This is an optimization exercise on Yosys and OpenROAD, whose aim is small area and a short achievable clock period, not a production implementation. RTL that was checked went through simulation tests only; none was proved equivalent to the original. Function not checked in runs 2, 3 and 7: the RTL went through the layout flow alone. No run shown here takes its clock network from TritonCTS; it comes from the design's own scripts or RTL. The clock port is modelled as an ideal driver, which makes a skipped or thinned clock tree look cheaper than it is; a real chip needs a root buffer or a tree. No activity file was given, so power comes from the tool's default toggle rates.

File: design/flow/config.mk
export PLATFORM = sky130hd
export DESIGN_NAME = generic_fifo
export DESIGN_NICKNAME = generic_fifo
export VERILOG_FILES = /design/flow/design.v
export SDC_FILE = /design/flow/constraint.sdc
export NUM_CORES = 4
export LEC_CHECK = 0
export CAP_MARGIN = 20
export CORE_MARGIN = 2
export CORE_UTILIZATION = 40
export CTS_CLUSTER_DIAMETER = 100
export CTS_CLUSTER_SIZE = 30
export SETUP_SLACK_MARGIN = 3.7
export SLEW_MARGIN = 20
export SYNTH_HIERARCHICAL = 1
export SYNTH_MINIMUM_KEEP_SIZE = 0
File: design/flow/constraint.sdc
create_clock -name core_clock -period 6.0 [get_ports {aclk}]
set_input_delay 1.2000 -clock core_clock [delete_from_list [all_inputs] [get_ports {aclk}]]
set_output_delay 1.2000 -clock core_clock [all_outputs]
set_load 0.01 [all_outputs]
File: design/flow/design.v
package utils_pkg;
    typedef enum logic [2:0] {
        ST_IDLE = 3'd0,
        ST_HDR  = 3'd1,
        ST_DATA = 3'd2,
        ST_ERR  = 3'd3,
        ST_DONE = 3'd4
    } state_t;
    typedef struct packed {
        logic [7:0]  header;
        logic [3:0]  opcode;
        logic [63:0] data;
        logic [3:0]  error;
        state_t      m_state;
    } packet_t;
endpackage
module fifo_ptr #(
    parameter int DEPTH      = 16,
    parameter int COUNT_SIZE = (DEPTH <= 1) ? 1 : $clog2(DEPTH)
) (
    input  logic                  aclk,
    input  logic                  resetn,
    input  logic                  adv,
    output logic [COUNT_SIZE-1:0] ptr
);
    always_ff @(posedge aclk or negedge resetn) begin
        if (!resetn)
            ptr <= '0;
        else if (adv)
            ptr <= (ptr == COUNT_SIZE'(DEPTH - 1)) ? '0 : ptr + 1'b1;
    end
endmodule
module fifo_sel3n (
    input  logic a_n,
    input  logic a_sel,
    input  logic b_n,
    input  logic b_sel,
    input  logic c_n,
    input  logic c_sel,
    output logic y
);
    assign y = !((a_sel && a_n) || (b_sel && b_n) || (c_sel && c_n));
endmodule
module fifo_sel2n (
    input  logic a_n,
    input  logic c_n,
    input  logic a_sel,
    output logic y
);
    assign y = !(a_sel ? a_n : c_n);
endmodule
module generic_fifo #(
    parameter int DEPTH      = 16,
    parameter int COUNT_SIZE = (DEPTH <= 1) ? 1 : $clog2(DEPTH)
) (
    input  logic                  aclk,
    input  logic                  resetn,
    input  logic                  push,
    input  logic                  pop,
    output logic [COUNT_SIZE-1:0] wr_ptr,
    output logic [COUNT_SIZE-1:0] rd_ptr,
    output logic                  full,
    output logic                  empty,
    input  utils_pkg::packet_t    data_in,
    output utils_pkg::packet_t    data_out
);
    localparam int W = $bits(data_in);
    logic [W-1:0]     mem     [DEPTH];
    logic [W-1:0]     mem_n   [DEPTH];     
    logic [W-1:0]     mem_nxt [DEPTH];
    logic [W-1:0]     din_n;
    logic [DEPTH:0]   vld;                 
    logic [DEPTH-1:0] sel_hold;
    logic [DEPTH-1:0] sel_shift;
    logic [DEPTH-1:0] sel_load;
    logic             do_push;
    logic             do_pop;
    assign vld[DEPTH] = 1'b0;
    assign full       = vld[DEPTH-1];
    assign empty      = !vld[0];
    assign do_push    = push && (!vld[DEPTH-1] || pop);
    assign do_pop     = pop && vld[0];
    assign data_out   = mem[0];
    fifo_ptr #(.DEPTH(DEPTH), .COUNT_SIZE(COUNT_SIZE)) u_wr_ptr (
        .aclk   (aclk),
        .resetn (resetn),
        .adv    (do_push),
        .ptr    (wr_ptr)
    );
    fifo_ptr #(.DEPTH(DEPTH), .COUNT_SIZE(COUNT_SIZE)) u_rd_ptr (
        .aclk   (aclk),
        .resetn (resetn),
        .adv    (do_pop),
        .ptr    (rd_ptr)
    );
    always_ff @(posedge aclk or negedge resetn) begin
        if (!resetn) begin
            vld[DEPTH-1:0] <= '0;
        end else if (do_push && !do_pop) begin
            vld[DEPTH-1:0] <= {vld[DEPTH-2:0], 1'b1};
        end else if (do_pop && !do_push) begin
            vld[DEPTH-1:0] <= {1'b0, vld[DEPTH-1:1]};
        end
    end
    always_comb begin
        for (int i = 0; i < DEPTH; i++) begin
            sel_hold[i]  = !pop && vld[i];
            sel_shift[i] = pop && vld[i+1];
            sel_load[i]  = pop ? !vld[i+1] : !vld[i];
        end
    end
    assign din_n = ~data_in;
    for (genvar i = 0; i < DEPTH; i++) begin : g_row
        assign mem_n[i] = ~mem[i];
        for (genvar b = 0; b < W; b++) begin : g_bit
            if (i < DEPTH - 1) begin : g_mid
                fifo_sel3n u_sel (
                    .a_n   (mem_n[i][b]),
                    .a_sel (sel_hold[i]),
                    .b_n   (mem_n[i+1][b]),
                    .b_sel (sel_shift[i]),
                    .c_n   (din_n[b]),
                    .c_sel (sel_load[i]),
                    .y     (mem_nxt[i][b])
                );
            end else begin : g_top
                fifo_sel2n u_sel (
                    .a_n   (mem_n[i][b]),
                    .a_sel (sel_hold[i]),
                    .c_n   (din_n[b]),
                    .y     (mem_nxt[i][b])
                );
            end
        end
    end
    always_ff @(posedge aclk) begin
        for (int i = 0; i < DEPTH; i++)
            mem[i] <= mem_nxt[i];
    end
endmodule
File: design/flow/flow/run.sh
#!/bin/bash
# Own flow: the standard layout, except that the clock tree is built by flow/mycts.tcl
# (two buffer levels, four roots on aclk) in place of TritonCTS. Each step's output goes to a
# log file of its own in this folder; ORFS's per-stage logs stay under orfs/logs/.
set -euo pipefail
here=$(pwd)
export PRE_CTS_TCL="$here/flow/mycts.tcl"
bash standard.sh synth > "$here/flow_synth.log" 2>&1
bash standard.sh floorplan > "$here/flow_floorplan.log" 2>&1
bash standard.sh place > "$here/flow_place.log" 2>&1
bash standard.sh cts > "$here/flow_cts.log" 2>&1
bash standard.sh finish > "$here/flow_finish.log" 2>&1
test -f out/final.def
File: design/flow/flow/mycts.tcl
proc cts_env {name default} {
  if {[info exists ::env($name)] && $::env($name) ne ""} { return $::env($name) }
  return $default
}
set NLEAF [cts_env MYCTS_NLEAF 56]
set NMID [cts_env MYCTS_NMID 4]
set LEAF_CELL [cts_env MYCTS_LEAF_CELL sky130_fd_sc_hd__clkbuf_16]
set MID_CELL [cts_env MYCTS_MID_CELL sky130_fd_sc_hd__clkinv_16]
set ROOT_CELL [cts_env MYCTS_ROOT_CELL sky130_fd_sc_hd__clkbuf_16]

set db [ord::get_db]
set block [ord::get_db_block]
set clk_port [lindex [get_ports aclk] 0]
set clknet [$block findNet aclk]

# sinks: every flip-flop clock pin on aclk
set sinks {}
set pts {}
foreach it [$clknet getITerms] {
  set inst [$it getInst]
  set bb [$inst getBBox]
  lappend sinks $it
  lappend pts [list [expr {([$bb xMin] + [$bb xMax]) / 2}] [expr {([$bb yMin] + [$bb yMax]) / 2}]]
}
puts "mycts: [llength $sinks] sinks, $NLEAF leaves, $NMID mids"

# recursive bisection: split the index list idx into k parts of nearly equal size, each cut at
# the matching quantile along the wider side of its bounding box
proc bisect {pts idx k} {
  if {$k <= 1} { return [list $idx] }
  set xs [lmap i $idx {lindex $pts $i 0}]
  set ys [lmap i $idx {lindex $pts $i 1}]
  set w [expr {[tcl::mathfunc::max {*}$xs] - [tcl::mathfunc::min {*}$xs]}]
  set h [expr {[tcl::mathfunc::max {*}$ys] - [tcl::mathfunc::min {*}$ys]}]
  set ax [expr {$w >= $h ? 0 : 1}]
  set sorted [lsort -real -command [list apply {{pts ax a b} {
    set d [expr {[lindex $pts $a $ax] - [lindex $pts $b $ax]}]
    expr {$d < 0 ? -1 : ($d > 0 ? 1 : 0)}
  }} $pts $ax] $idx]
  set k1 [expr {$k / 2}]
  set n1 [expr {int(round([llength $idx] * double($k1) / $k))}]
  return [concat [bisect $pts [lrange $sorted 0 [expr {$n1 - 1}]] $k1] \
                 [bisect $pts [lrange $sorted $n1 end] [expr {$k - $k1}]]]
}
proc centroid {pts idx} {
  set sx 0.0; set sy 0.0
  foreach i $idx { set sx [expr {$sx + [lindex $pts $i 0]}]; set sy [expr {$sy + [lindex $pts $i 1]}] }
  set n [llength $idx]
  return [list [expr {$sx / $n}] [expr {$sy / $n}]]
}
set all {}
for {set i 0} {$i < [llength $pts]} {incr i} { lappend all $i }
set groups [bisect $pts $all $NMID]
set lasg [lrepeat [llength $pts] 0]
set lcents {}
set masg {}
set mcents {}
set per [expr {$NLEAF / $NMID}]
set g 0
foreach grp $groups {
  lappend mcents [centroid $pts $grp]
  foreach leaf [bisect $pts $grp $per] {
    set l [llength $lcents]
    lappend lcents [centroid $pts $leaf]
    lappend masg $g
    foreach i $leaf { lset lasg $i $l }
  }
  incr g
}
set NLEAF [llength $lcents]

proc mk_inst {block db cell name x y} {
  set m [$db findMaster $cell]
  set inst [odb::dbInst_create $block $m $name]
  set w [$m getWidth]; set h [$m getHeight]
  $inst setLocation [expr {int($x - $w / 2.0)}] [expr {int($y - $h / 2.0)}]
  $inst setPlacementStatus PLACED
  return $inst
}
proc mk_net {block name} {
  set net [odb::dbNet_create $block $name]
  $net setSigType CLOCK
  return $net
}

set MODE [cts_env MYCTS_MODE 2]
set leafdrv {}
if {$MODE == 2} {
  for {set j 0} {$j < $NMID} {incr j} {
    lassign [lindex $mcents $j] x y
    set ri [mk_inst $block $db $ROOT_CELL clkroot_${j}_aclk $x $y]
    [$ri findITerm A] connect $clknet
    set rn [mk_net $block clknet_root_${j}_aclk]
    [$ri findITerm X] connect $rn
    lappend leafdrv $rn
  }
} else {
  set rx 0.0; set ry 0.0
  foreach c $mcents { set rx [expr {$rx + [lindex $c 0]}]; set ry [expr {$ry + [lindex $c 1]}] }
  set rx [expr {$rx / $NMID}]; set ry [expr {$ry / $NMID}]
  set root [mk_inst $block $db $ROOT_CELL clkroot_aclk $rx $ry]
  [$root findITerm A] connect $clknet
  set rootnet [mk_net $block clknet_root_aclk]
  [$root findITerm X] connect $rootnet
  for {set j 0} {$j < $NMID} {incr j} {
    lassign [lindex $mcents $j] x y
    set mi [mk_inst $block $db $MID_CELL clkmid_${j}_aclk $x $y]
    [$mi findITerm A] connect $rootnet
    set mn [mk_net $block clknet_mid_${j}_aclk]
        foreach it [$mi getITerms] { if {[$it isOutputSignal]} { $it connect $mn } }
    lappend leafdrv $mn
  }
}
set leafnets {}
for {set j 0} {$j < $NLEAF} {incr j} {
  lassign [lindex $lcents $j] x y
  set li [mk_inst $block $db $LEAF_CELL clkleaf_${j}_aclk $x $y]
  [$li findITerm A] connect [lindex $leafdrv [lindex $masg $j]]
  set ln [mk_net $block clknet_leaf_${j}_aclk]
  foreach it [$li getITerms] { if {[$it isOutputSignal]} { $it connect $ln } }
  lappend leafnets $ln
}
foreach it $sinks a $lasg {
  $it disconnect
  $it connect [lindex $leafnets $a]
}
set_propagated_clock [all_clocks]
puts "mycts: done"

# the cts step's own clock_tree_synthesis call is now a no-op
rename clock_tree_synthesis {}
proc clock_tree_synthesis {args} { puts "clock_tree_synthesis skipped: tree built by PRE_CTS_TCL" }
File: design/flow/standard.sh
#!/bin/bash
# synth_recipe.tcl (not shown) runs the flow's synth.tcl, then flattens the netlist and writes it again
# the make line also repeats each setting of config.mk as NAME=value (left out here)
make -C /OpenROAD-flow-scripts/flow DESIGN_CONFIG=/design/flow/config.mk WORK_HOME=/design/flow/orfs CLKGATE_MAP_FILE= SYNTH_SCRIPT=/design/flow/synth_recipe.tcl "${@:-finish}"
==> impl_metrics.env, run 1 <==
export IMPL_run_status="finished clean"
export IMPL_slew_headroom_pct=39.2
export IMPL_syn_num_nets=4313
export IMPL_setup_violations=0
export IMPL_synthToLayoutAreaGrowth_pct=15.9
export IMPL_first_iter_violations=8938
export IMPL_fin_cells=6153
export IMPL_min_period_over_period_pct=38.8
export IMPL_ys_seq_area_share_pct=58.4
export IMPL_path_clk_slew_ns=0.10
export IMPL_gp_congestion=0.782
export IMPL_start_kind="input pin"
export IMPL_nets=4719
export IMPL_dieArea_um2=119000
export IMPL_grt_pass1_wl_um=227000
export IMPL_io_buffers=179
export IMPL_core_area_um2=116000
export IMPL_start_util_pct=40.2
export IMPL_path_class="input pin to flop"
export IMPL_critPathSlowestCell="buf_6"
export IMPL_grt_max_degree=84
export IMPL_arrival_ns=2.67
export IMPL_rows=125
export IMPL_ios=180
export IMPL_cap_violations=0
export IMPL_grt_use_total_pct=24.1
export IMPL_crit_path_end_kind="flop"
export IMPL_final_layout_size_suffix_gt1_share_pct=8.34
export IMPL_path_delay_family="buffers and inverters"
export IMPL_fill_cells=10849
export IMPL_grt_ovfl_total=0
export IMPL_worst_pin_slew_ns=0.908
export IMPL_dpl_cell_count=5982
export IMPL_ys_ff_latch=1352
export IMPL_die_height_um=345
export IMPL_min_path_type="flop to flop"
export IMPL_final_core_util_pct=46.6
export IMPL_clock_skew_ns=0.0258
export IMPL_routedWlPerCell_um=25.1
export IMPL_post_place_ws_ns=1.88
export IMPL_timing_setup_tns_ns=0
export IMPL_hold_viol_final=0
export IMPL_path_cells="clkbuf_16 -> nor2b_4 -> buf_6 -> buf_12 -> a222oi_1"
export IMPL_power_density_nw_per_um2=374
export IMPL_setup_slack_ns=3.67
export IMPL_viasPerCell=6.16
export IMPL_rsz0062_at_grt="true"
export IMPL_synth_cell_types=23
export IMPL_first_global_vias=35127
export IMPL_cp_data_required_time_ns=6.34
export IMPL_insertion_delay_ns=0.49
export IMPL_hold_depth=2
export IMPL_drtAntennaViolNets=0
export IMPL_crit_fanout=45
export IMPL_dr_pass1_iters=14
export IMPL_ff2ff_path_depth=4
export IMPL_post_route_min_period_ns=2.33
export IMPL_ys_warn_count=13
export IMPL_syn_area_um2=46600
export IMPL_dp_hpwl_um=76000
export IMPL_maxSlewViolCount=0
export IMPL_cp_num_cells=5
export IMPL_critPathMaxStageDelay_ns=0.38
export IMPL_totalWireLength_um=154000
export IMPL_irDropWorstVdd_uv=285
export IMPL_cp_buffers_inverters=3
export IMPL_whs_ns=0.445
export IMPL_fp_dieW_um=345
export IMPL_antenna_found_initial=9
export IMPL_num_vias=37931
export IMPL_drc_errors=0
export IMPL_synthCells=4223
export IMPL_synth_avg_cell_area_um2=11.0
export IMPL_p_leak_nw=24.6
export IMPL_fmax_mhz=429
==> Yosys cell counts, drive strengths merged <==
| cell | count | area, µm² |
|---|---|---|
| o21ai | 21 | 105 |
| dfrtp | 24 | 601 |
| nand3 | 4 | 20.0 |
| nor2b | 17 | 106 |
| nand4 | 2 | 12.5 |
| xnor2 | 2 | 17.5 |
| clkbuf | 3 | 21.3 |
| a21oi | 3 | 15.0 |
| nand2 | 21 | 78.8 |
| a222oi | 1245 | 12500 |
| and2 | 15 | 93.8 |
| nor2 | 15 | 56.3 |
| mux2i | 97 | 971 |
| buf | 5 | 46.3 |
| mux2 | 2 | 22.5 |
| dfxtp | 1328 | 26600 |
| inv | 1415 | 5310 |
| ha | 3 | 37.5 |
| nor3 | 1 | 5.00 |
==> report_power, final <==
| part | total (mW) | switching [mW] | internal (mW) |
|---|---|---|---|
| logic | 4.63 | 2.85 | 1.78 |
| clock network | 4.48 | 2.70 | 1.78 |
| registers | 11.1 | 0.556 | 10.5 |
| total | 20.2 | 6.10 | 14.1 |
==> kinds of logic after synthesis <==
logic type / count (synthesis) / synth area share, %
buffers and inverters: 1423 / 11.6
DFF: 1352 / 58.4
AOI/OAI and AO/OA: 1269 / 27.0
muxes: 99 / 2.13
and+or+nand+nor: 75 / 0.801
adders and majority gates: 3 / 0.0806
xor gates and xnor gates: 2 / 0.0376
==> routing by layer <==
layer / vias up / wire length, µm / track usage, % / part of all wire (%)
met4: 6 / 4700 / 6.58 / 3.0
met2: 1892 / 69800 / 39.7 / 45
met3: 217 / 16400 / 3.06 / 11
met5: - / 44 / 0 / 0.029
li1: 17309 / - / - / -
met1: 18507 / 63500 / 33.2 / 41
==> worst min-delay path: cells and delay by family, from the launching register on <==
family,cells,cell delay [ns]
buf+inv,1,0.06
flops,1,0.31
compound gates,1,0.05
==> final timing paths <==
check,startpoint,slack (ns),to
max in group asynchronous,resetn,4.90,vld[1]$_DFFE_PN0P_
worst max register to register,vld[11]$_DFFE_PN0P_,3.80,mem[11][2]$_DFF_P_
worst min register to register,mem[14][68]$_DFF_P_,0.45,mem[13][68]$_DFF_P_
worst max-delay path,pop,3.67,mem[11][2]$_DFF_P_
worst min-delay path,mem[14][68]$_DFF_P_,0.45,mem[13][68]$_DFF_P_
min in group asynchronous,resetn,0.69,u_wr_ptr.ptr[3]$_DFFE_PN0P_
==> sequential cells by signal, summed over array words and instances (netlist names) <==
register and cells:
vld 16, mem 1328, u_rd_ptr.ptr 4, u_wr_ptr.ptr 4
==> stage by stage <==
stage / total power, mW / cell area [µm²]
after CTS: 20.2 / 53800
after detailed placement: 15.7 / 51100
after global placement: 15.6 / 51100
after global routing: 21.2 / 54000
final: 20.2 / 54000
after floorplan: 13.8 / 46800
==> Yosys stat by module, one instance, submodules excluded, a selection <==
module        copies in the design  area (µm²)  cells inside  flops+latches
fifo_sel3n                    1245        10.0             1              0
fifo_sel2n                      83        10.0             1              0
generic_fifo                     1       32900          2861           1344
==> what timing repair did <==
item | in CTS | in global routing
buffers inserted | 55 | 11
resized for setup | 363 | 71
gates cloned | 34 | 9
pin swaps | 25 | 9
hold buffers | 0 | 0
endpoints found under the setup margin | 1354 | 1115
==> final cells by class <==
class                           instances  area [µm²]  area share, %
Sequential cell                      1352       27300           50.5
Multi-Input combinational cell       1482       14600           27.0
Inverter                             1415        5310           9.85
Timing Repair Buffer                  318        3400           6.30
Tap cell                             1524        1910           3.53
Buffer                                 60        1500           2.78
Antenna cell                            2        5.00        0.00927
==> cell usage in the layout, fill, tap and decap left out, types with 2 or more instances in the layout <==
master,n
clkbuf_16,65
mux2_2,2
clkdlybuf4s15_2,10
nand4_1,2
o21ai_0,4
mux2i_1,97
xnor2_1,2
buf_4,67
nand3_1,4
dfxtp_1,1302
buf_8,11
buf_6,16
nor2_4,21
and2_2,20
nor2_2,3
buf_16,6
buf_12,34
clkbuf_2,32
dfxtp_4,15
a222oi_1,1245
buf_2,26
dfrtp_1,21
diode_2,2
inv_1,1414
dfxtp_2,11
and2_4,15
bufbuf_16,3
a21oi_1,2
clkdlybuf4s50_1,84
nor2b_4,17
nor2b_2,5
o21ai_1,17
ha_1,2
nand2_1,21
clkdlybuf4s15_1,24
dfrtp_2,3
==> run 2, diff against run 1 <==
--- a/design/flow/design.v
+++ b/design/flow/design.v
@@ -50,4 +50,24 @@
     assign y = !(a_sel ? a_n : c_n);
 endmodule
+module fifo_rowctl (
+    input  logic pop,
+    input  logic vld_here,
+    input  logic vld_above,
+    input  logic vld_above_n,      
+    output logic hold,
+    output logic shift,
+    output logic load
+);
+    assign hold  = !pop && vld_here;
+    assign shift = pop && vld_above;
+    assign load  = !vld_here || (pop && vld_above_n);
+endmodule
+module fifo_rowctl_top (
+    input  logic pop,
+    input  logic vld_here,
+    output logic hold
+);
+    assign hold = !pop && vld_here;
+endmodule
 module generic_fifo #(
     parameter int DEPTH      = 16,
@@ -71,7 +91,4 @@
     logic [W-1:0]     din_n;
     logic [DEPTH:0]   vld;                 
-    logic [DEPTH-1:0] sel_hold;
-    logic [DEPTH-1:0] sel_shift;
-    logic [DEPTH-1:0] sel_load;
     logic             do_push;
     logic             do_pop;
@@ -103,9 +120,30 @@
         end
     end
-    always_comb begin
-        for (int i = 0; i < DEPTH; i++) begin
-            sel_hold[i]  = !pop && vld[i];
-            sel_shift[i] = pop && vld[i+1];
-            sel_load[i]  = pop ? !vld[i+1] : !vld[i];
+    localparam int NSPLIT = 4;
+    localparam int SLICE  = (W + NSPLIT - 1) / NSPLIT;
+    logic [NSPLIT-1:0] sel_hold  [DEPTH];
+    logic [NSPLIT-1:0] sel_shift [DEPTH];
+    logic [NSPLIT-1:0] sel_load  [DEPTH];
+    for (genvar i = 0; i < DEPTH; i++) begin : g_ctl
+        for (genvar k = 0; k < NSPLIT; k++) begin : g_copy
+            if (i < DEPTH - 1) begin : g_mid
+                fifo_rowctl u_ctl (
+                    .pop       (pop),
+                    .vld_here  (vld[i]),
+                    .vld_above (vld[i+1]),
+                    .vld_above_n (!vld[i+1]),
+                    .hold      (sel_hold[i][k]),
+                    .shift     (sel_shift[i][k]),
+                    .load      (sel_load[i][k])
+                );
+            end else begin : g_top
+                fifo_rowctl_top u_ctl (
+                    .pop      (pop),
+                    .vld_here (vld[i]),
+                    .hold     (sel_hold[i][k])
+                );
+                assign sel_shift[i][k] = 1'b0;
+                assign sel_load[i][k]  = !sel_hold[i][k];
+            end
         end
     end
@@ -117,9 +155,9 @@
                 fifo_sel3n u_sel (
                     .a_n   (mem_n[i][b]),
-                    .a_sel (sel_hold[i]),
+                    .a_sel (sel_hold[i][b / SLICE]),
                     .b_n   (mem_n[i+1][b]),
-                    .b_sel (sel_shift[i]),
+                    .b_sel (sel_shift[i][b / SLICE]),
                     .c_n   (din_n[b]),
-                    .c_sel (sel_load[i]),
+                    .c_sel (sel_load[i][b / SLICE]),
                     .y     (mem_nxt[i][b])
                 );
@@ -127,5 +165,5 @@
                 fifo_sel2n u_sel (
                     .a_n   (mem_n[i][b]),
-                    .a_sel (sel_hold[i]),
+                    .a_sel (sel_hold[i][b / SLICE]),
                     .c_n   (din_n[b]),
                     .y     (mem_nxt[i][b])
==> impl_metrics.env, run 2 <==
export IMPL_crit_fanout=2
export IMPL_clock_skew_ns=0.0157
export IMPL_largest_register="mem"
export IMPL_core_area_um2=118000
export IMPL_fp_dieW_um=350
export IMPL_irDropWorstVdd_uv=236
export IMPL_power_density_nw_per_um2=358
export IMPL_critPathSlowestCell="dfrtp_4"
export IMPL_ys_warn_count=18
export IMPL_maxSlewViolCount=0
export IMPL_synth_top_cell_area_share_pct=55.7
export IMPL_antenna_found_initial=5
export IMPL_synth_edf_count=0
export IMPL_viasPerCell=5.37
export IMPL_ys_seq_area_share_pct=56.9
export IMPL_grt_use_total_pct=16.1
export IMPL_top_regs="mem x1328, vld x16"
export IMPL_mostFrequentLayoutCells="inv_1, dfxtp_1, a222oi_1"
export IMPL_dp_hpwl_um=75700
export IMPL_drc_errors=0
export IMPL_critPathMaxStageDelay_ns=0.55
export IMPL_dieArea_um2=122000
export IMPL_routedWlPerCell_um=16.6
export IMPL_crit_path_end_kind="primary output"
export IMPL_yosys_top_cells_area="dfxtp_1, a222oi_1, inv_1, mux2i_1, a21bo_1"
export IMPL_grt_max_degree=96
export IMPL_die_height_um=350
export IMPL_p_leak_nw=24.3
export IMPL_hold_buffers=0
export IMPL_setup_slack_ns=3.63
export IMPL_grt_ovfl_total=0
export IMPL_synthArstFlopShare_pct=1.78
export IMPL_largest_register_ff_count=1328
export IMPL_path_class="flop to primary output"
export IMPL_worst_pin_slew_ns=0.942
export IMPL_cp_buffers_inverters=1
export IMPL_start_util_pct=40.4
export IMPL_run_status="finished clean"
export IMPL_synthCells=4373
export IMPL_rsz0062_at_grt="true"
export IMPL_post_place_ws_ns=2.38
export IMPL_final_common_cell="inv_1"
export IMPL_path_cells="clkbuf_2"
export IMPL_synth_cell_types=24
export IMPL_yosysMostFrequentCell="inv_1"
export IMPL_synthToLayoutAreaGrowth_pct=12.1
export IMPL_gp_congestion=0.736
export IMPL_rows=126
export IMPL_totalWireLength_um=103000
export IMPL_ys_top_cells_by_count="inv_1, dfxtp_1, a222oi_1, mux2i_1"
export IMPL_post_route_min_period_ns=2.37
export IMPL_synth_top_flop_cell="dfxtp_1"
export IMPL_first_global_vias=33269
export IMPL_start_kind="flop"
export IMPL_timing_setup_tns_ns=0
export IMPL_ios=180
export IMPL_slew_headroom_pct=37.2
export IMPL_first_iter_violations=6358
export IMPL_grt_pass1_wl_um=171000
export IMPL_arrival_ns=1.17
export IMPL_io_buffers=179
export IMPL_synth_avg_cell_area_um2=10.9
export IMPL_synth_largest_area_cell="dfxtp_1"
export IMPL_insertion_delay_ns=0.46
export IMPL_nets=4778
export IMPL_num_vias=33447
export IMPL_dr_pass1_iters=14
export IMPL_syn_area_um2=47800
export IMPL_cap_violations=0
export IMPL_min_path_type="flop to flop"
export IMPL_fmax_mhz=422
export IMPL_setup_violations=0
export IMPL_final_layout_size_suffix_gt1_share_pct=6.96
export IMPL_hold_viol_final=0
export IMPL_cp_data_required_time_ns=4.80
export IMPL_path_delay_family="flip-flops"
export IMPL_syn_num_nets=4463
export IMPL_min_period_over_period_pct=39.5
export IMPL_ys_ff_latch=1352
export IMPL_drtAntennaViolNets=0
export IMPL_path_clk_slew_ns=0.10
-- run 2: cell count changes after synthesis, sizes merged --
cell,change
and2,+45
buf,-1
nor2b,+47
o21a,+1
inv,+15
a21bo,+60
clkbuf,-2
nor2,-15
-- run 2: cell type report --
type / count / area (µm²)
tap: 1536 / 1920
timing repair buffer: 256 / 2150
sequential: 1352 / 27300
fill: 11683 / 64700
multi-input combinational: 1588 / 15300
inverter: 1430 / 5370
buffer: 60 / 1500
antenna: 5 / 12.5
-- run 2: cells by family (layout without fill, tap and decap cells) --
logic type,Yosys count,count (layout),synth area share (%)
AND/OR/NAND/NOR,152,154,1.93
AO/OA/AOI/OAI,1330,1330,27.6
adder cells (fa/ha/maj),3,3,0.0786
buffers and inverters,1435,1746,11.3
flip-flops,1352,1352,56.9
other,0,5,0
multiplexers,99,99,2.08
XOR/XNOR,2,2,0.0367
-- run 2: what timing repair did --
action	in CTS	in global routing
pin swaps	0	0
setup endpoints to repair	950	586
resized for setup	375	74
setup buffers	10	1
gates cloned	1	3
-- run 2: stage by stage --
step / total power [mW] / instance area, µm² / hold slack (ns) / instances / util, %
after floorplan: 13.5 / 47800 / 0.438 / 4373 / -
after global placement: 15.1 / 51900 / 0.442 / 6147 / 43.9
after detailed placement: 15.2 / 51900 / 0.449 / 6147 / 43.9
after CTS: 19.4 / 53500 / 0.457 / 6218 / 45.3
after global routing: 20.3 / 53500 / 0.476 / 6222 / 45.3
final: 19.2 / 53500 / 0.452 / 6227 / 45.3
-- run 2: where the power goes --
| part | switching (mW) | internal [mW] |
|---|---|---|
| Clock | 2.56 | 1.78 |
| Combinational | 2.26 | 1.61 |
| Sequential | 0.551 | 10.4 |
| Total | 5.36 | 13.8 |
-- run 2: final timing paths --
check                                     from                           to  slack, ns  cells after the start
max in group asynchronous               resetn           vld[6]$_DFFE_PN0P_       4.59                      2
setup reg to reg           vld[15]$_DFFE_PN0P_           vld[3]$_DFFE_PN0P_       3.77                      5
hold / removal              mem[1][59]$_DFF_P_           mem[0][59]$_DFF_P_       0.45                      2
setup / recovery           vld[15]$_DFFE_PN0P_                         full       3.63                      1
hold reg to reg             mem[1][59]$_DFF_P_           mem[0][59]$_DFF_P_       0.45                      2
min in group asynchronous               resetn  u_wr_ptr.ptr[3]$_DFFE_PN0P_       1.10                      2
-- run 2: per-module statistics from Yosys, one instance, submodules excluded, a selection --
| module | copies in the design | area, µm² | cells inside |
|---|---|---|---|
| generic_fifo | 1 | 32700 | 2827 |
| fifo_sel2n | 83 | 10.0 | 1 |
| fifo_rowctl | 60 | 22.5 | 3 |
| fifo_rowctl_top | 4 | 13.8 | 1 |
| fifo_sel3n | 1245 | 10.0 | 1 |
-- run 2: routing by layer --
metal | track usage (%) | part of all wire [%] | vias to the layer above
met5 | 0 | 0 | -
met4 | 2.57 | 1.8 | 0
met1 | 21.5 | 48 | 15221
met2 | 28.6 | 46 | 518
li1 | - | - | 17615
met3 | 1.53 | 4.0 | 93
==> run 3, diff against run 2 <==
==> design/flow/flow/run.sh (replaced) <==
#!/bin/bash
# Own flow: the standard layout, except that the clock tree is built by flow/mycts.tcl
# (two buffer levels, four roots on aclk) in place of TritonCTS, and the port buffers start as
# buf_1. Each step's output goes to a
# log file of its own in this folder; ORFS's per-stage logs stay under orfs/logs/.
set -euo pipefail
here=$(pwd)
export PRE_CTS_TCL="$here/flow/mycts.tcl"
# port buffers start at the smallest buffer; timing repair upsizes the ones on critical paths
export BUFFER_PORTS_ARGS="-inputs -outputs -buffer_cell sky130_fd_sc_hd__buf_1"
bash standard.sh synth > "$here/flow_synth.log" 2>&1
bash standard.sh floorplan > "$here/flow_floorplan.log" 2>&1
bash standard.sh place > "$here/flow_place.log" 2>&1
bash standard.sh cts > "$here/flow_cts.log" 2>&1
bash standard.sh finish > "$here/flow_finish.log" 2>&1
test -f out/final.def
==> impl_metrics.env, run 3 <==
export IMPL_rows=126
export IMPL_dieArea_um2=122000
export IMPL_drtAntennaViolNets=0
export IMPL_timing_setup_tns_ns=0
export IMPL_fmax_mhz=422
export IMPL_viasPerCell=5.34
export IMPL_ys_ff_latch=1352
export IMPL_yosys_top_cells_area="dfxtp_1, a222oi_1, inv_1, mux2i_1, a21bo_1"
export IMPL_hold_viol_final=0
export IMPL_mostFrequentLayoutCells="inv_1, dfxtp_1, a222oi_1"
export IMPL_internal_power_mw=13.6
export IMPL_insertion_delay_ns=0.46
export IMPL_worst_pin_slew_ns=0.858
export IMPL_crit_fanout=2
export IMPL_timing_rr_start="vld[14]$_DFFE_PN0P_"
export IMPL_num_vias=33231
export IMPL_p_switching_mw=5.39
export IMPL_gp_congestion=0.752
export IMPL_syn_area_um2=47800
export IMPL_synthToLayoutAreaGrowth_pct=10.3
export IMPL_top_regs="mem x1328, vld x16"
export IMPL_start_util_pct=40.4
export IMPL_syn_num_nets=4463
export IMPL_dp_hpwl_um=76100
export IMPL_path_class="flop to primary output"
export IMPL_final_layout_size_suffix_gt1_share_pct=6.50
export IMPL_run_status="finished clean"
export IMPL_power_density_nw_per_um2=361
export IMPL_fin_area_um2=52700
export IMPL_io_buffers=179
export IMPL_nets=4782
export IMPL_cap_violations=0
export IMPL_pwr_share_seq_pct=57.4
export IMPL_crit_path_end_kind="primary output"
export IMPL_ys_warn_count=18
export IMPL_first_iter_violations=6364
export IMPL_synth_avg_cell_area_um2=10.9
export IMPL_ys_seq_area_share_pct=56.9
export IMPL_min_period_over_period_pct=39.5
export IMPL_antenna_found_initial=2
export IMPL_totalWireLength_um=103000
export IMPL_p_leak_nw=23.9
export IMPL_final_common_cell="inv_1"
export IMPL_cp_data_required_time_ns=4.80
export IMPL_arrival_ns=1.17
export IMPL_routedWlPerCell_um=16.5
export IMPL_synth_top_flop_cell="dfxtp_1"
export IMPL_grt_pass1_wl_um=167000
export IMPL_drc_errors=0
export IMPL_hold_buffers=0
export IMPL_clock_skew_ns=0.0106
export IMPL_min_path_type="flop to flop"
export IMPL_slew_headroom_pct=42.8
export IMPL_post_place_ws_ns=2.74
export IMPL_synth_top_cell_area_share_pct=55.7
export IMPL_die_height_um=350
export IMPL_place_area_um2=50800
export IMPL_synthCells=4373
export IMPL_irDropWorstVdd_uv=246
export IMPL_switching_share_pct=28.4
export IMPL_maxSlewViolCount=0
export IMPL_core_area_um2=118000
export IMPL_synth_edf_count=0
export IMPL_grt_use_total_pct=15.8
export IMPL_setup_slack_ns=3.63
export IMPL_p_clk_share_pct=22.9
export IMPL_largest_register="mem"
export IMPL_ios=180
export IMPL_path_clk_slew_ns=0.09
export IMPL_power_frac_comb_pct=19.8
export IMPL_synth_largest_area_cell="dfxtp_1"
export IMPL_cp_startpoint="vld[0]$_DFFE_PN0P_"
export IMPL_synthArstFlopShare_pct=1.78
export IMPL_setup_violations=0
export IMPL_ys_top_cells_by_count="inv_1, dfxtp_1, a222oi_1, mux2i_1"
export IMPL_post_route_min_period_ns=2.37
export IMPL_hp_start="mem[5][74]$_DFF_P_"
export IMPL_synth_cell_types=24
export IMPL_largest_register_ff_count=1328
export IMPL_rsz0062_at_grt="true"
export IMPL_fp_dieW_um=350
export IMPL_first_global_vias=32172
export IMPL_grt_max_degree=94
export IMPL_start_kind="flop"
export IMPL_grt_ovfl_total=0
export IMPL_dr_pass1_iters=13
export IMPL_yosysMostFrequentCell="inv_1"
## run 3: cell counts after synthesis
Identical to the previous run, type by type.
## run 3: kinds of logic after synthesis
group                    after synthesis  synth area share [%]
AO/OA/AOI/OAI                       1330                  27.6
XOR/XNOR                               2                0.0367
adder cells (fa/ha/maj)                3                0.0786
buffers and inverters               1435                  11.3
flip-flops                          1352                  56.9
multiplexers                          99                  2.08
AND/OR/NAND/NOR                      152                  1.93
## run 3: per-module statistics from Yosys (local to each module, per instance), a selection
module / flip-flops and latches / area [µm²]
fifo_rowctl_top: 0 / 13.8
fifo_sel3n: 0 / 10.0
fifo_rowctl: 0 / 22.5
generic_fifo: 1344 / 32700
fifo_sel2n: 0 / 10.0
## run 3: worst max-delay path, cell delays in order (launching register included)
cell     delay, ns
dfrtp_4       0.51
inv_4         0.06
buf_6         0.13
## run 3: power by group through the flow
stage	registers, mW	clock network, mW	logic [mW]
5_1_grt	11.0	4.84	4.22
6_report	10.9	4.35	3.76
2_1_floorplan	11.1	0	2.37
3_3_place_gp	11.1	0	3.57
3_5_place_dp	11.1	0	3.63
4_1_cts	10.9	4.53	3.73
## run 3: worst paths after layout
path	to	slack, ns	cells past startpoint
max in group asynchronous	vld[0]$_DFFE_PN0P_	4.98	2
min reg2reg	mem[4][74]$_DFF_P_	0.46	2
max	empty	3.63	2
max reg2reg	mem[13][47]$_DFF_P_	3.79	3
min	mem[4][74]$_DFF_P_	0.46	2
min in group asynchronous	u_rd_ptr.ptr[1]$_DFFE_PN0P_	0.71	2
## run 3: stage by stage
step,total power [mW],instances,hold WS (ns),utilization [%]
finish,19.0,6227,0.456,44.5
global route,20.1,6226,0.476,44.5
CTS,19.2,6217,0.460,44.4
detailed placement,14.8,6151,0.450,43.0
global placement,14.7,6151,0.442,43.0
floorplan,13.5,4373,0.438,-
## run 3: cell type report
cell class,instances,area [µm²]
antenna,1,2.50
buffer,60,1500
fill,11880,65600
inverter,1430,5370
multi-input combinational,1588,15300
sequential,1352,27200
tap,1536,1920
timing repair buffer,260,1370
## run 3: layer usage
metal / share of wire [%] / wire [µm] / GRT usage (%) / vias up
li1: - / - / - / 17617
met1: 48 / 48900 / 21.3 / 15028
met2: 46 / 46900 / 27.2 / 493
met3: 4.8 / 4970 / 2.39 / 91
met4: 1.9 / 1970 / 2.73 / 2
met5: 0.012 / 12 / 0 / -
## run 3: timing repair
action,4_1_cts,5_1_grt
setup buffers,6,7
pin swaps,0,0
gates cloned,0,2
gates resized for setup,155,24
endpoints found under the setup margin,1354,1108
==> run 4, diff against run 3 <==
--- a/design/flow/design.v
+++ b/design/flow/design.v
@@ -70,4 +70,17 @@
     assign hold = !pop && vld_here;
 endmodule
+module fifo_flag (
+    input  logic aclk,
+    input  logic resetn,
+    input  logic d,
+    output logic q
+);
+    always_ff @(posedge aclk or negedge resetn) begin
+        if (!resetn)
+            q <= 1'b0;
+        else
+            q <= d;
+    end
+endmodule
 module generic_fifo #(
     parameter int DEPTH      = 16,
@@ -91,9 +104,10 @@
     logic [W-1:0]     din_n;
     logic [DEPTH:0]   vld;                 
+    logic [DEPTH-1:0] vld_nxt;
+    logic             nonempty;
     logic             do_push;
     logic             do_pop;
     assign vld[DEPTH] = 1'b0;
-    assign full       = vld[DEPTH-1];
-    assign empty      = !vld[0];
+    assign empty      = !nonempty;
     assign do_push    = push && (!vld[DEPTH-1] || pop);
     assign do_pop     = pop && vld[0];
@@ -111,13 +125,29 @@
         .ptr    (rd_ptr)
     );
+    always_comb begin
+        vld_nxt = vld[DEPTH-1:0];
+        if (do_push && !do_pop)
+            vld_nxt = {vld[DEPTH-2:0], 1'b1};
+        else if (do_pop && !do_push)
+            vld_nxt = {1'b0, vld[DEPTH-1:1]};
+    end
     always_ff @(posedge aclk or negedge resetn) begin
-        if (!resetn) begin
+        if (!resetn)
             vld[DEPTH-1:0] <= '0;
-        end else if (do_push && !do_pop) begin
-            vld[DEPTH-1:0] <= {vld[DEPTH-2:0], 1'b1};
-        end else if (do_pop && !do_push) begin
-            vld[DEPTH-1:0] <= {1'b0, vld[DEPTH-1:1]};
-        end
-    end
+        else
+            vld[DEPTH-1:0] <= vld_nxt;
+    end
+    fifo_flag u_full (
+        .aclk   (aclk),
+        .resetn (resetn),
+        .d      (vld_nxt[DEPTH-1]),
+        .q      (full)
+    );
+    fifo_flag u_nonempty (
+        .aclk   (aclk),
+        .resetn (resetn),
+        .d      (vld_nxt[0]),
+        .q      (nonempty)
+    );
     localparam int NSPLIT = 4;
     localparam int SLICE  = (W + NSPLIT - 1) / NSPLIT;
--- a/design/flow/config.mk
+++ b/design/flow/config.mk
@@ -11,5 +11,5 @@
 export CTS_CLUSTER_DIAMETER = 100
 export CTS_CLUSTER_SIZE = 30
-export SETUP_SLACK_MARGIN = 3.7
+export SETUP_SLACK_MARGIN = 3.85
 export SLEW_MARGIN = 20
 export SYNTH_HIERARCHICAL = 1
==> impl_metrics.env, run 4 <==
export IMPL_post_route_min_period_ns=2.30
export IMPL_path_clk_slew_ns=0.10
export IMPL_io_buffers=179
export IMPL_ys_seq_area_share_pct=56.7
export IMPL_start_util_pct=40.2
export IMPL_insertion_delay_ns=0.47
export IMPL_hold_path_end="mem[14][45]$_DFF_P_"
export IMPL_crit_path_end_kind="primary output"
export IMPL_mostFrequentLayoutCells="inv_1, dfxtp_1, a222oi_1"
export IMPL_fin_area_um2=54200
export IMPL_dr_pass1_iters=14
export IMPL_synth_edf_count=0
export IMPL_ios=180
export IMPL_run_status="finished clean"
export IMPL_hold_viol_final=0
export IMPL_irDropWorstVdd_uv=282
export IMPL_viasPerCell=5.42
export IMPL_final_common_cell="inv_1"
export IMPL_grt_max_degree=57
export IMPL_syn_num_nets=4470
export IMPL_critPathSlowestCell="dfrtp_1"
export IMPL_path_cells="inv_4 -> buf_6"
export IMPL_largest_register="mem"
export IMPL_synth_largest_area_cell="dfxtp_1"
export IMPL_fin_cells=6273
export IMPL_drtAntennaViolNets=0
export IMPL_p_leak_nw=25.1
export IMPL_largest_register_ff_count=1328
export IMPL_yosys_top_cells_area="dfxtp_1, a222oi_1, inv_1, mux2i_1, dfrtp_1"
export IMPL_dp_hpwl_um=75500
export IMPL_hold_depth=2
export IMPL_hp_start="mem[15][45]$_DFF_P_"
export IMPL_top_regs="mem x1328, vld x16"
export IMPL_critPathMaxStageDelay_ns=0.40
export IMPL_rows=127
export IMPL_setup_violations=0
export IMPL_first_iter_violations=6790
export IMPL_synthToLayoutAreaGrowth_pct=12.9
export IMPL_fill_cells=11876
export IMPL_timing_setup_tns_ns=0
export IMPL_worst_pin_slew_ns=0.751
export IMPL_syn_area_um2=48000
export IMPL_slew_headroom_pct=49.7
export IMPL_grt_use_total_pct=16.4
export IMPL_fmax_mhz=434
export IMPL_totalWireLength_um=110000
export IMPL_core_area_um2=119000
export IMPL_dpl_cell_count=6165
export IMPL_regToRegEndpoint="mem[6][56]$_DFF_P_"
export IMPL_num_vias=34009
export IMPL_start_kind="flop"
export IMPL_synth_top_flop_cell="dfxtp_1"
export IMPL_hold_buffers=0
export IMPL_grt_pass1_wl_um=174000
export IMPL_routedWlPerCell_um=17.5
export IMPL_path_class="flop to primary output"
export IMPL_yosysMostFrequentCell="inv_1"
export IMPL_nets=4753
export IMPL_synth_avg_cell_area_um2=11.0
export IMPL_first_global_vias=32990
export IMPL_min_path_type="flop to flop"
export IMPL_gp_congestion=0.778
export IMPL_clock_skew_ns=0.0234
export IMPL_drc_errors=0
export IMPL_synth_top_cell_area_share_pct=55.4
export IMPL_maxSlewViolCount=0
export IMPL_place_area_um2=50800
export IMPL_synth_cell_types=26
export IMPL_cap_violations=0
export IMPL_final_core_util_pct=45.4
export IMPL_antenna_found_initial=0
export IMPL_timing_rr_start="vld[7]$_DFFE_PN0P_"
export IMPL_die_height_um=350
export IMPL_synthArstFlopShare_pct=1.92
export IMPL_whs_ns=0.454
export IMPL_ff2ff_path_depth=3
export IMPL_ys_top_cells_by_count="inv_1, dfxtp_1, a222oi_1, mux2i_1, nor2b_1"
export IMPL_dieArea_um2=123000
export IMPL_grt_ovfl_total=0
export IMPL_r2r_setup_slack_ns=3.93
export IMPL_rsz0062_at_grt="true"
export IMPL_min_period_over_period_pct=38.4
export IMPL_cp_data_required_time_ns=4.80
export IMPL_ys_warn_count=19
export IMPL_ys_ff_latch=1354
export IMPL_synthCells=4379
export IMPL_power_density_nw_per_um2=567
export IMPL_arrival_ns=1.10
export IMPL_final_layout_size_suffix_gt1_share_pct=10.5
export IMPL_crit_fanout=1
export IMPL_fp_dieW_um=350
run 4: what timing repair did:
action,CTS,global route
gates resized for setup,410,108
endpoints found under the setup margin,1434,1204
pin swaps,1,1
gates cloned,9,17
setup buffers,14,7
run 4: report_power, final:
part           switching, mW  internal, mW
combinational           6.45          4.80
sequential              1.54          13.5
clock                   2.61          1.78
total                   10.6          20.1
run 4: metrics by stage:
stage / setup slack [ns] / power, mW
floorplan: 3.85 / 22.7
global placement: 2.73 / 25.0
detailed placement: 2.67 / 25.4
CTS: 3.65 / 30.5
global route: 3.64 / 33.0
finish: 3.70 / 30.7
run 4: worst max-delay path: cells and delay by family (launching register included):
kind | cells | cell delay, ns
buffers and inverters | 2 | 0.22
DFF | 1 | 0.40
run 4: layer usage:
layer  vias up  wire length (µm)  part of all wire, %  GRT usage [%]
met5         -                 0                    0              0
met4         0              1830                  1.7           2.81
met3       101              5700                  5.2           2.04
met2       642             51300                   47           28.4
met1     15627             51100                   46           22.0
li1      17639                 -                    -              -
run 4: worst max-delay path by stage:
stage                                 startpoint                      to  slack (ns)  cells after the start
after detailed placement                     pop      vld[3]$_DFFE_PN0P_        2.67                      7
after floorplan                              pop  u_nonempty.q$_DFF_PN0_        3.85                      4
after CTS                 u_nonempty.q$_DFF_PN0_                   empty        3.65                      2
final                     u_nonempty.q$_DFF_PN0_                   empty        3.70                      2
after global routing          u_full.q$_DFF_PN0_                    full        3.64                      1
after global placement                       pop      vld[3]$_DFFE_PN0P_        2.73                      7
run 4: cell families after synthesis:
kind of cell | share of synthesized area, %
buf+inv | 11.4
mux | 1.78
flops | 56.7
compound gates | 27.9
fa+ha+maj | 0.104
simple gates | 2.03
xor+xnor | 0.0365
run 4: area by class of cell:
type	instances	area (µm²)	share of cell area, %
Inverter	1430	5370	9.91
Timing Repair Buffer	210	1630	3.01
Antenna cell	1	2.50	0.00462
Tap cell	1612	2020	3.72
Buffer	60	1500	2.77
Multi-Input combinational cell	1606	16300	30.0
Sequential cell	1354	27400	50.6
run 4: Yosys stat by module (local to each module, per instance), excerpt:
module	cells	flip-flops and latches	area, µm²
fifo_rowctl	3	0	22.5
fifo_sel2n	1	0	10.0
generic_fifo	2831	1344	32900
fifo_rowctl_top	1	0	13.8
fifo_sel3n	1	0	10.0
fifo_flag	1	1	25.0
==> run 5, diff against run 4 <==
--- a/design/flow/config.mk
+++ b/design/flow/config.mk
@@ -8,8 +8,8 @@
 export CAP_MARGIN = 20
 export CORE_MARGIN = 2
-export CORE_UTILIZATION = 40
+export CORE_UTILIZATION = 55
 export CTS_CLUSTER_DIAMETER = 100
 export CTS_CLUSTER_SIZE = 30
-export SETUP_SLACK_MARGIN = 3.85
+export SETUP_SLACK_MARGIN = 3.7
 export SLEW_MARGIN = 20
 export SYNTH_HIERARCHICAL = 1
==> impl_metrics.env, run 5 <==
export IMPL_run_status="finished clean"
export IMPL_synth_edf_count=0
export IMPL_wl_met1_um=47400
export IMPL_ys_ff_latch=1354
export IMPL_start_util_pct=55.4
export IMPL_worst_pin_slew_ns=0.892
export IMPL_arrival_ns=2.70
export IMPL_grt_max_degree=133
export IMPL_hold_path_end="mem[7][8]$_DFF_P_"
export IMPL_dr_wl_met2_um=47200
export IMPL_min_path_type="flop to flop"
export IMPL_yosysMostFrequentCell="inv_1"
export IMPL_slew_headroom_pct=40.6
export IMPL_timing_setup_tns_ns=0
export IMPL_path_class="input pin to flop"
export IMPL_r2r_setup_slack_ns=3.80
export IMPL_syn_area_um2=48000
export IMPL_ys_warn_count=19
export IMPL_hold_buffers=0
export IMPL_grt_use_total_pct=21.1
export IMPL_final_layout_size_suffix_gt1_share_pct=6.09
export IMPL_min_period_over_period_pct=38.7
export IMPL_gp_congestion=0.789
export IMPL_setup_violations=0
export IMPL_die_height_um=299
export IMPL_fmax_mhz=431
export IMPL_cap_violations=0
export IMPL_ff2ff_path_depth=3
export IMPL_ys_seq_area_share_pct=56.7
export IMPL_rows=108
export IMPL_antenna_found_initial=0
export IMPL_maxSlewViolCount=0
export IMPL_clock_skew_ns=0.0155
export IMPL_cp_data_required_time_ns=6.38
export IMPL_p_leak_nw=24.4
export IMPL_mostFrequentLayoutCells="inv_1, dfxtp_1, a222oi_1"
export IMPL_synth_largest_area_cell="dfxtp_1"
export IMPL_dr_pass1_iters=15
export IMPL_seqCellArea_um2=27300
export IMPL_final_core_util_pct=60.3
export IMPL_synth_top_cell_area_share_pct=55.4
export IMPL_fp_dieW_um=299
export IMPL_largest_register_ff_count=1328
export IMPL_hold_depth=2
export IMPL_synth_top_flop_cell="dfxtp_1"
export IMPL_totalWireLength_um=100000
export IMPL_io_buffers=179
export IMPL_dpl_cell_count=5764
export IMPL_ios=180
export IMPL_path_clk_slew_ns=0.10
export IMPL_nets=4770
export IMPL_irDropWorstVdd_uv=316
export IMPL_synth_cell_types=26
export IMPL_ys_top_cells_by_count="inv_1, dfxtp_1, a222oi_1, mux2i_1, nor2b_1"
export IMPL_hp_start="mem[8][8]$_DFF_P_"
export IMPL_dieArea_um2=89700
export IMPL_insertion_delay_ns=0.46
export IMPL_core_area_um2=86600
export IMPL_final_common_cell="inv_1"
export IMPL_num_vias=33752
export IMPL_drc_errors=0
export IMPL_top_layer_used="met4"
export IMPL_syn_num_nets=4470
export IMPL_synthArstFlopShare_pct=1.92
export IMPL_synth_avg_cell_area_um2=11.0
export IMPL_crit_fanout=67
export IMPL_timing_rr_start="vld[7]$_DFFE_PN0P_"
export IMPL_largest_register="mem"
export IMPL_first_iter_violations=6535
export IMPL_rsz0062_at_grt="true"
export IMPL_multi_input_area_um2=15400
export IMPL_synthCells=4379
export IMPL_top_regs="mem x1328, vld x16"
export IMPL_regToRegEndpoint="mem[6][74]$_DFF_P_"
export IMPL_power_density_nw_per_um2=568
export IMPL_dp_hpwl_um=72500
export IMPL_grt_ovfl_total=0
export IMPL_drtAntennaViolNets=0
export IMPL_fill_cells=8064
export IMPL_first_global_vias=32518
export IMPL_fin_cells=5832
export IMPL_yosys_top_cells_area="dfxtp_1, a222oi_1, inv_1, mux2i_1, dfrtp_1"
export IMPL_n_antenna_cell=0
export IMPL_start_kind="input pin"
export IMPL_routedWlPerCell_um=17.2
export IMPL_grt_pass1_wl_um=166000
export IMPL_synthToLayoutAreaGrowth_pct=8.80
export IMPL_crit_path_end_kind="flop"
export IMPL_viasPerCell=5.79
export IMPL_post_route_min_period_ns=2.32
export IMPL_dr_wl_met3_um=4110
export IMPL_hold_viol_final=0
## run 5: cell counts after synthesis
No cell type changed its count.
## run 5: final cells by class
type	count	area share, %
multi-input cells	1588	29.5
well taps	1155	2.77
repair buffers	245	2.40
flip-flops and latches	1354	52.2
plain buffers	60	2.87
inverters	1430	10.3
## run 5: Yosys stat by module, one instance, submodules excluded, a selection
module	times used	area [µm²]	cells inside
fifo_flag	2	25.0	1
fifo_sel3n	1245	10.0	1
fifo_rowctl_top	4	13.8	1
fifo_sel2n	83	10.0	1
generic_fifo	1	32900	2831
fifo_rowctl	60	22.5	3
## run 5: how the worst max path moves through the flow
stage               startpoint                   to  slack [ns]  depth (start not counted)
floorplan                  pop    mem[0][0]$_DFF_P_        3.71                          2
global placement           pop   vld[4]$_DFFE_PN0P_        2.54                          5
detailed placement         pop   vld[2]$_DFFE_PN0P_        2.47                          5
CTS                        pop  mem[15][11]$_DFF_P_        3.67                          4
global route               pop  mem[15][61]$_DFF_P_        3.63                          4
finish                     pop   mem[15][2]$_DFF_P_        3.68                          4
## run 5: cell families after synthesis
logic type / after synthesis / share of synthesized area, %
XOR/XNOR: 2 / 0.0365
buffers and inverters: 1438 / 11.4
flip-flops: 1354 / 56.7
adder cells (fa/ha/maj): 4 / 0.104
AND/OR/NAND/NOR: 151 / 2.03
multiplexers: 85 / 1.78
AO/OA/AOI/OAI: 1345 / 27.9
## run 5: timing repair
action | CTS | global route
pin swaps | 0 | 1
setup endpoints to repair | 1180 | 886
cloned | 0 | 2
resized for setup | 112 | 19
buffers inserted | 2 | 4
## run 5: worst max-delay path, stage by stage
cell	delay, ns
clkbuf_16	0.19
clkbuf_16	0.29
nor2b_2	0.68
mux2i_1	0.27
## run 5: per-layer routing
layer,vias up,global-route usage (%)
li1,17634,-
met2,578,37.1
met4,0,3.65
met5,-,0
met3,79,2.01
met1,15461,28.6
## run 5: power by group
part / switching (mW) / internal, mW / leakage [nW]
clock: 2.58 / 1.78 / 0.739
combinational: 6.23 / 4.20 / 12.2
sequential: 1.44 / 13.5 / 11.5
## run 5: through the flow
stage	area (µm²)	setup slack [ns]	hold WS [ns]	power, mW
2_1_floorplan	48000	3.71	0.438	22.6
3_3_place_gp	50500	2.54	0.442	25.1
3_5_place_dp	50500	2.47	0.450	25.4
4_1_cts	52100	3.67	0.459	29.8
5_1_grt	52200	3.63	0.471	31.9
6_report	52200	3.68	0.455	29.7
==> run 6, diff against run 5 <==
--- a/design/flow/flow/mycts.tcl
+++ b/design/flow/flow/mycts.tcl
@@ -3,5 +3,5 @@
   return $default
 }
-set NLEAF [cts_env MYCTS_NLEAF 56]
+set NLEAF [cts_env MYCTS_NLEAF 48]
 set NMID [cts_env MYCTS_NMID 4]
 set LEAF_CELL [cts_env MYCTS_LEAF_CELL sky130_fd_sc_hd__clkbuf_16]
--- a/design/flow/config.mk
+++ b/design/flow/config.mk
@@ -8,7 +8,5 @@
 export CAP_MARGIN = 20
 export CORE_MARGIN = 2
-export CORE_UTILIZATION = 55
-export CTS_CLUSTER_DIAMETER = 100
-export CTS_CLUSTER_SIZE = 30
+export CORE_UTILIZATION = 40
 export SETUP_SLACK_MARGIN = 3.7
 export SLEW_MARGIN = 20
==> impl_metrics.env, run 6 <==
export IMPL_cap_violations=0
export IMPL_gp_congestion=0.783
export IMPL_setup_slack_ns=3.71
export IMPL_start_util_pct=40.2
export IMPL_top_regs="mem x1328, vld x16"
export IMPL_final_common_cell="inv_1"
export IMPL_power_density_nw_per_um2=569
export IMPL_routedWlPerCell_um=18.7
export IMPL_use_met1_pct=25.0
export IMPL_path_cells="buf_6"
export IMPL_core_area_um2=119000
export IMPL_hold_viol_final=0
export IMPL_grt_use_total_pct=18.1
export IMPL_hold_path_end="mem[12][72]$_DFF_P_"
export IMPL_hold_depth=2
export IMPL_p_leak_nw=24.4
export IMPL_min_period_over_period_pct=38.2
export IMPL_insertion_delay_ns=0.46
export IMPL_synth_top_flop_cell="dfxtp_1"
export IMPL_path_delay_family="flip-flops"
export IMPL_fp_dieW_um=350
export IMPL_regToRegEndpoint="mem[13][45]$_DFF_P_"
export IMPL_ff2ff_path_depth=3
export IMPL_ys_top_cells_by_count="inv_1, dfxtp_1, a222oi_1, mux2i_1, nor2b_1"
export IMPL_setup_violations=0
export IMPL_start_kind="flop"
export IMPL_worst_pin_slew_ns=0.845
export IMPL_hold_buffers=0
export IMPL_crit_fanout=1
export IMPL_synthToLayoutAreaGrowth_pct=9.83
export IMPL_syn_num_nets=4470
export IMPL_cp_buffers_inverters=1
export IMPL_synth_edf_count=0
export IMPL_irDropWorstVdd_uv=252
export IMPL_largest_register="mem"
export IMPL_rows=127
export IMPL_nets=4772
export IMPL_cp_data_required_time_ns=4.80
export IMPL_synth_top_cell_area_share_pct=55.4
export IMPL_fmax_mhz=436
export IMPL_syn_area_um2=48000
export IMPL_yosysMostFrequentCell="inv_1"
export IMPL_post_place_ws_ns=2.59
export IMPL_path_class="flop to primary output"
export IMPL_mostFrequentLayoutCells="inv_1, dfxtp_1, a222oi_1"
export IMPL_grt_use_met2_pct=31.1
export IMPL_slew_headroom_pct=43.7
export IMPL_critPathMaxStageDelay_ns=0.49
export IMPL_grt_pass1_wl_um=187000
export IMPL_yosys_top_cells_area="dfxtp_1, a222oi_1, inv_1, mux2i_1, dfrtp_1"
export IMPL_antenna_found_initial=1
export IMPL_first_iter_violations=7405
export IMPL_rsz0062_at_grt="true"
export IMPL_clock_skew_ns=0.0215
export IMPL_use_met3_pct=1.81
export IMPL_grt_ovfl_total=0
export IMPL_critPathSlowestCell="dfrtp_2"
export IMPL_synth_cell_types=26
export IMPL_dp_hpwl_um=79800
export IMPL_path_clk_slew_ns=0.11
export IMPL_ys_seq_area_share_pct=56.7
export IMPL_timing_setup_tns_ns=0
export IMPL_synth_avg_cell_area_um2=11.0
export IMPL_dieArea_um2=123000
export IMPL_viasPerCell=5.60
export IMPL_maxSlewViolCount=0
export IMPL_largest_register_ff_count=1328
export IMPL_totalWireLength_um=118000
export IMPL_drc_errors=0
export IMPL_io_buffers=179
export IMPL_synthCells=4379
export IMPL_dr_pass1_iters=12
export IMPL_final_layout_size_suffix_gt1_share_pct=5.92
export IMPL_run_status="finished clean"
export IMPL_drtAntennaViolNets=0
export IMPL_synth_largest_area_cell="dfxtp_1"
export IMPL_die_height_um=350
export IMPL_timing_rr_start="vld[14]$_DFFE_PN0P_"
export IMPL_arrival_ns=1.09
export IMPL_r2r_setup_slack_ns=3.83
export IMPL_grt_busiest_layer="met2"
export IMPL_ys_ff_latch=1354
export IMPL_synthArstFlopShare_pct=1.92
export IMPL_crit_path_end_kind="primary output"
export IMPL_first_global_vias=33890
export IMPL_num_vias=35266
export IMPL_post_route_min_period_ns=2.29
export IMPL_hp_start="mem[13][72]$_DFF_P_"
export IMPL_ios=180
export IMPL_grt_max_degree=76
export IMPL_ys_warn_count=19
export IMPL_min_path_type="flop to flop"
run 6: power breakdown:
part           internal, mW  switching, mW  leakage (nW)
clock                  1.56           2.58         0.641
combinational          4.25           6.86          12.3
sequential             13.4           1.30          11.5
run 6: tightest hold or removal path: cells and delay by family, from the launching register on:
family,cells,cell delay [ns]
buffers and inverters,1,0.06
AOI/OAI and AO/OA,1,0.05
DFF,1,0.31
run 6: layout make-up:
type                    instances  area (µm²)
plain buffers                  52        1300
diodes                          1        2.50
inverters                    1430        5370
multi-input cells            1591       15500
flip-flops and latches       1354       27200
repair buffers                252        1320
fillers                     11926       66800
well taps                    1612        2020
run 6: cells by family after synthesis:
kind of cell | after synthesis | share of synthesized area, %
simple gates | 151 | 2.03
fa+ha+maj | 4 | 0.104
flops | 1354 | 56.7
compound gates | 1345 | 27.9
xor+xnor | 2 | 0.0365
mux | 85 | 1.78
buf+inv | 1438 | 11.4
run 6: per-layer routing:
metal | wire length [µm] | up-vias | share of wire [%]
li1 | - | 17645 | -
met1 | 53700 | 16589 | 46
met2 | 54800 | 924 | 46
met3 | 7340 | 108 | 6.2
met4 | 2010 | 0 | 1.7
met5 | 0 | - | 0
run 6: modules after synthesis (local to each module, per instance), a selection:
module           flip-flops and latches  cells  times used  area (µm²)
fifo_flag                             1      1           2        25.0
fifo_rowctl                           0      3          60        22.5
fifo_rowctl_top                       0      1           4        13.8
fifo_sel2n                            0      1          83        10.0
fifo_sel3n                            0      1        1245        10.0
generic_fifo                       1344   2831           1       32900
run 6: stage by stage:
step | utilization (%) | hold slack [ns] | total power [mW] | area [µm²] | instances
floorplan | - | 0.438 | 22.6 | 48000 | 4379
global placement | 42.8 | 0.442 | 25.5 | 51100 | 6229
detailed placement | 42.8 | 0.449 | 25.9 | 51100 | 6229
CTS | 44.1 | 0.457 | 30.1 | 52600 | 6287
global route | 44.1 | 0.475 | 32.2 | 52700 | 6291
finish | 44.1 | 0.459 | 30.0 | 52700 | 6292
run 6: worst max path at each step:
stage | start | end | slack, ns | depth (start not counted)
after floorplan | pop | mem[0][0]$_DFF_P_ | 3.71 | 2
after global placement | pop | mem[9][66]$_DFF_P_ | 2.57 | 4
after detailed placement | pop | vld[5]$_DFFE_PN0P_ | 2.59 | 5
after CTS | u_full.q$_DFF_PN0_ | full | 3.68 | 1
after global routing | u_full.q$_DFF_PN0_ | full | 3.65 | 1
final | u_full.q$_DFF_PN0_ | full | 3.71 | 1
run 6: timing repair:
action | in CTS | in global routing
gates cloned | 5 | 0
pin swaps | 0 | 0
gates resized for setup | 101 | 32
setup buffers | 1 | 4
setup endpoints to repair | 1087 | 241
==> run 7, diff against run 6 <==
--- a/design/flow/design.v
+++ b/design/flow/design.v
@@ -150,5 +150,5 @@
         .q      (nonempty)
     );
-    localparam int NSPLIT = 4;
+    localparam int NSPLIT = 3;
     localparam int SLICE  = (W + NSPLIT - 1) / NSPLIT;
     logic [NSPLIT-1:0] sel_hold  [DEPTH];
==> impl_metrics.env, run 7 <==
export IMPL_run_status="finished clean"
export IMPL_critPathMaxStageDelay_ns=0.48
export IMPL_first_global_vias=33262
export IMPL_syn_area_um2=47700
export IMPL_core_area_um2=118000
export IMPL_num_vias=35049
export IMPL_grt_ovfl_total=0
export IMPL_min_path_type="flop to flop"
export IMPL_viasPerCell=5.70
export IMPL_cap_violations=0
export IMPL_synthCells=4333
export IMPL_critPathSlowestCell="dfrtp_2"
export IMPL_antenna_found_initial=1
export IMPL_rsz0062_at_grt="true"
export IMPL_die_height_um=349
export IMPL_setup_slack_ns=3.71
export IMPL_synthToLayoutAreaGrowth_pct=10.4
export IMPL_cp_buffers_inverters=1
export IMPL_synth_largest_area_cell="dfxtp_1"
export IMPL_ff2ff_path_depth=3
export IMPL_drtAntennaViolNets=0
export IMPL_timing_rr_start="vld[2]$_DFFE_PN0P_"
export IMPL_clock_skew_ns=0.0289
export IMPL_regToRegEndpoint="mem[1][54]$_DFF_P_"
export IMPL_synth_avg_cell_area_um2=11.0
export IMPL_yosysMostFrequentCell="inv_1"
export IMPL_internal_power_mw=19.3
export IMPL_fmax_mhz=437
export IMPL_slew_headroom_pct=34.2
export IMPL_largest_register_ff_count=1328
export IMPL_hold_buffers=0
export IMPL_ys_top_cells_by_count="inv_1, dfxtp_1, a222oi_1, mux2i_1, nor2b_1"
export IMPL_whs_ns=0.446
export IMPL_worst_pin_slew_ns=0.987
export IMPL_crit_path_end_kind="primary output"
export IMPL_ys_ff_latch=1354
export IMPL_path_class="flop to primary output"
export IMPL_mostFrequentLayoutCells="inv_1, dfxtp_1, a222oi_1"
export IMPL_post_route_min_period_ns=2.29
export IMPL_grt_use_total_pct=17.5
export IMPL_post_place_ws_ns=1.75
export IMPL_min_period_over_period_pct=38.1
export IMPL_ys_seq_area_share_pct=57.2
export IMPL_dr_pass1_iters=14
export IMPL_synth_top_cell_area_share_pct=55.8
export IMPL_insertion_delay_ns=0.47
export IMPL_setup_violations=0
export IMPL_switching_share_pct=35.7
export IMPL_dieArea_um2=122000
export IMPL_first_iter_violations=7867
export IMPL_synthArstFlopShare_pct=1.92
export IMPL_total_power_mw=30.0
export IMPL_final_layout_size_suffix_gt1_share_pct=6.36
export IMPL_fin_cells=6147
export IMPL_grt_max_degree=76
export IMPL_arrival_ns=1.09
export IMPL_fp_dieW_um=349
export IMPL_totalWireLength_um=117000
export IMPL_routedWlPerCell_um=19.0
export IMPL_synth_edf_count=0
export IMPL_final_common_cell="inv_1"
export IMPL_p_switching_mw=10.7
export IMPL_dpl_cell_count=6061
export IMPL_yosys_top_cells_area="dfxtp_1, a222oi_1, inv_1, mux2i_1, dfrtp_1"
export IMPL_synth_cell_types=26
export IMPL_grt_pass1_wl_um=183000
export IMPL_path_delay_family="flip-flops"
export IMPL_drc_errors=0
export IMPL_irDropWorstVdd_uv=283
export IMPL_p_leak_nw=24.3
export IMPL_dp_hpwl_um=77300
export IMPL_hold_depth=2
export IMPL_path_clk_slew_ns=0.11
export IMPL_cp_data_required_time_ns=4.80
export IMPL_hold_path_end="mem[2][78]$_DFF_P_"
export IMPL_power_frac_comb_pct=36.6
export IMPL_hp_start="mem[3][78]$_DFF_P_"
export IMPL_ios=180
export IMPL_hold_viol_final=0
export IMPL_ys_warn_count=19
export IMPL_gp_congestion=0.794
export IMPL_r2r_setup_slack_ns=3.79
export IMPL_synth_top_flop_cell="dfxtp_1"
export IMPL_start_kind="flop"
export IMPL_power_density_nw_per_um2=570
export IMPL_crit_fanout=1
export IMPL_syn_num_nets=4424
export IMPL_rows=126
export IMPL_path_cells="buf_6"
export IMPL_largest_register="mem"
export IMPL_io_buffers=179
export IMPL_fill_cells=11418
export IMPL_top_regs="mem x1328, vld x16"
export IMPL_pwr_share_seq_pct=49.6
export IMPL_maxSlewViolCount=0
export IMPL_start_util_pct=40.4
export IMPL_timing_setup_tns_ns=0
export IMPL_nets=4702
export IMPL_p_clk_share_pct=13.8
## run 7: routing by layer
metal	global-route usage (%)	vias up	part of all wire, %
met2	29.1	858	46
met5	0	-	0
met4	2.92	0	1.8
met1	24.9	16643	48
li1	-	17454	-
met3	1.50	94	4.9
## run 7: cell families after synthesis
| group | synth area share, % |
|---|---|
| flops | 57.2 |
| simple gates | 1.62 |
| xor+xnor | 0.0368 |
| compound gates | 27.8 |
| fa+ha+maj | 0.105 |
| buf+inv | 11.5 |
| mux | 1.79 |
## run 7: worst max path at each step
stage / startpoint / to / slack [ns] / cells after the start
after floorplan: pop / vld[10]$_DFFE_PN0P_ / 3.79 / 7
after global placement: pop / mem[2][15]$_DFF_P_ / 1.96 / 4
after detailed placement: pop / mem[2][13]$_DFF_P_ / 1.75 / 4
after CTS: pop / mem[14][26]$_DFF_P_ / 3.58 / 4
after global routing: u_nonempty.q$_DFF_PN0_ / empty / 3.67 / 2
final: u_full.q$_DFF_PN0_ / full / 3.71 / 1
## run 7: worst min-delay path: stages (launching register included)
cell	delay, ns
dfxtp_1	0.31
inv_1	0.06
a222oi_1	0.06
## run 7: layout make-up
type / instances / area [µm²] / area share, %
Tap cell: 1536 / 1920 / 3.65
Sequential cell: 1354 / 27300 / 51.8
Antenna cell: 2 / 5.00 / 0.00951
Multi-Input combinational cell: 1555 / 15600 / 29.7
Inverter: 1430 / 5380 / 10.2
Timing Repair Buffer: 218 / 1130 / 2.15
Buffer: 52 / 1300 / 2.47
## run 7: per-module statistics from Yosys, one instance, submodules excluded, a selection
module / flops+latches / area (µm²) / cells
generic_fifo: 1344 / 32900 / 2831
fifo_sel3n: 0 / 10.0 / 1
fifo_rowctl: 0 / 22.5 / 3
fifo_sel2n: 0 / 10.0 / 1
fifo_flag: 1 / 25.0 / 1
fifo_rowctl_top: 0 / 13.8 / 1
## run 7: through the flow
step,utilization [%],area (µm²)
after floorplan,-,47800
after global placement,42.7,50400
after detailed placement,42.8,50500
after CTS,44.3,52300
after global routing,44.6,52600
final,44.6,52600
## run 7: power groups by stage
stage	clock network [mW]	logic, mW	registers, mW
floorplan	0	7.76	14.8
global placement	0	10.3	14.9
detailed placement	0	10.5	15.1
CTS	4.30	10.8	14.8
global route	4.61	12.3	15.3
finish	4.13	11.0	14.9
## run 7: what timing repair did
action | CTS | global route
cloned | 3 | 16
resized for setup | 141 | 42
endpoints found under the setup margin | 1382 | 1046
buffers inserted | 10 | 3
pin swaps | 1 | 0

Check on run 7: ideal ports give 3.711 ns setup slack; a clkbuf_16 on the clock port and buf_2 on the inputs give 3.562 ns; moving port delays by the midpoint clock arrival (0.603 ns) as well gives 3.088 ns.
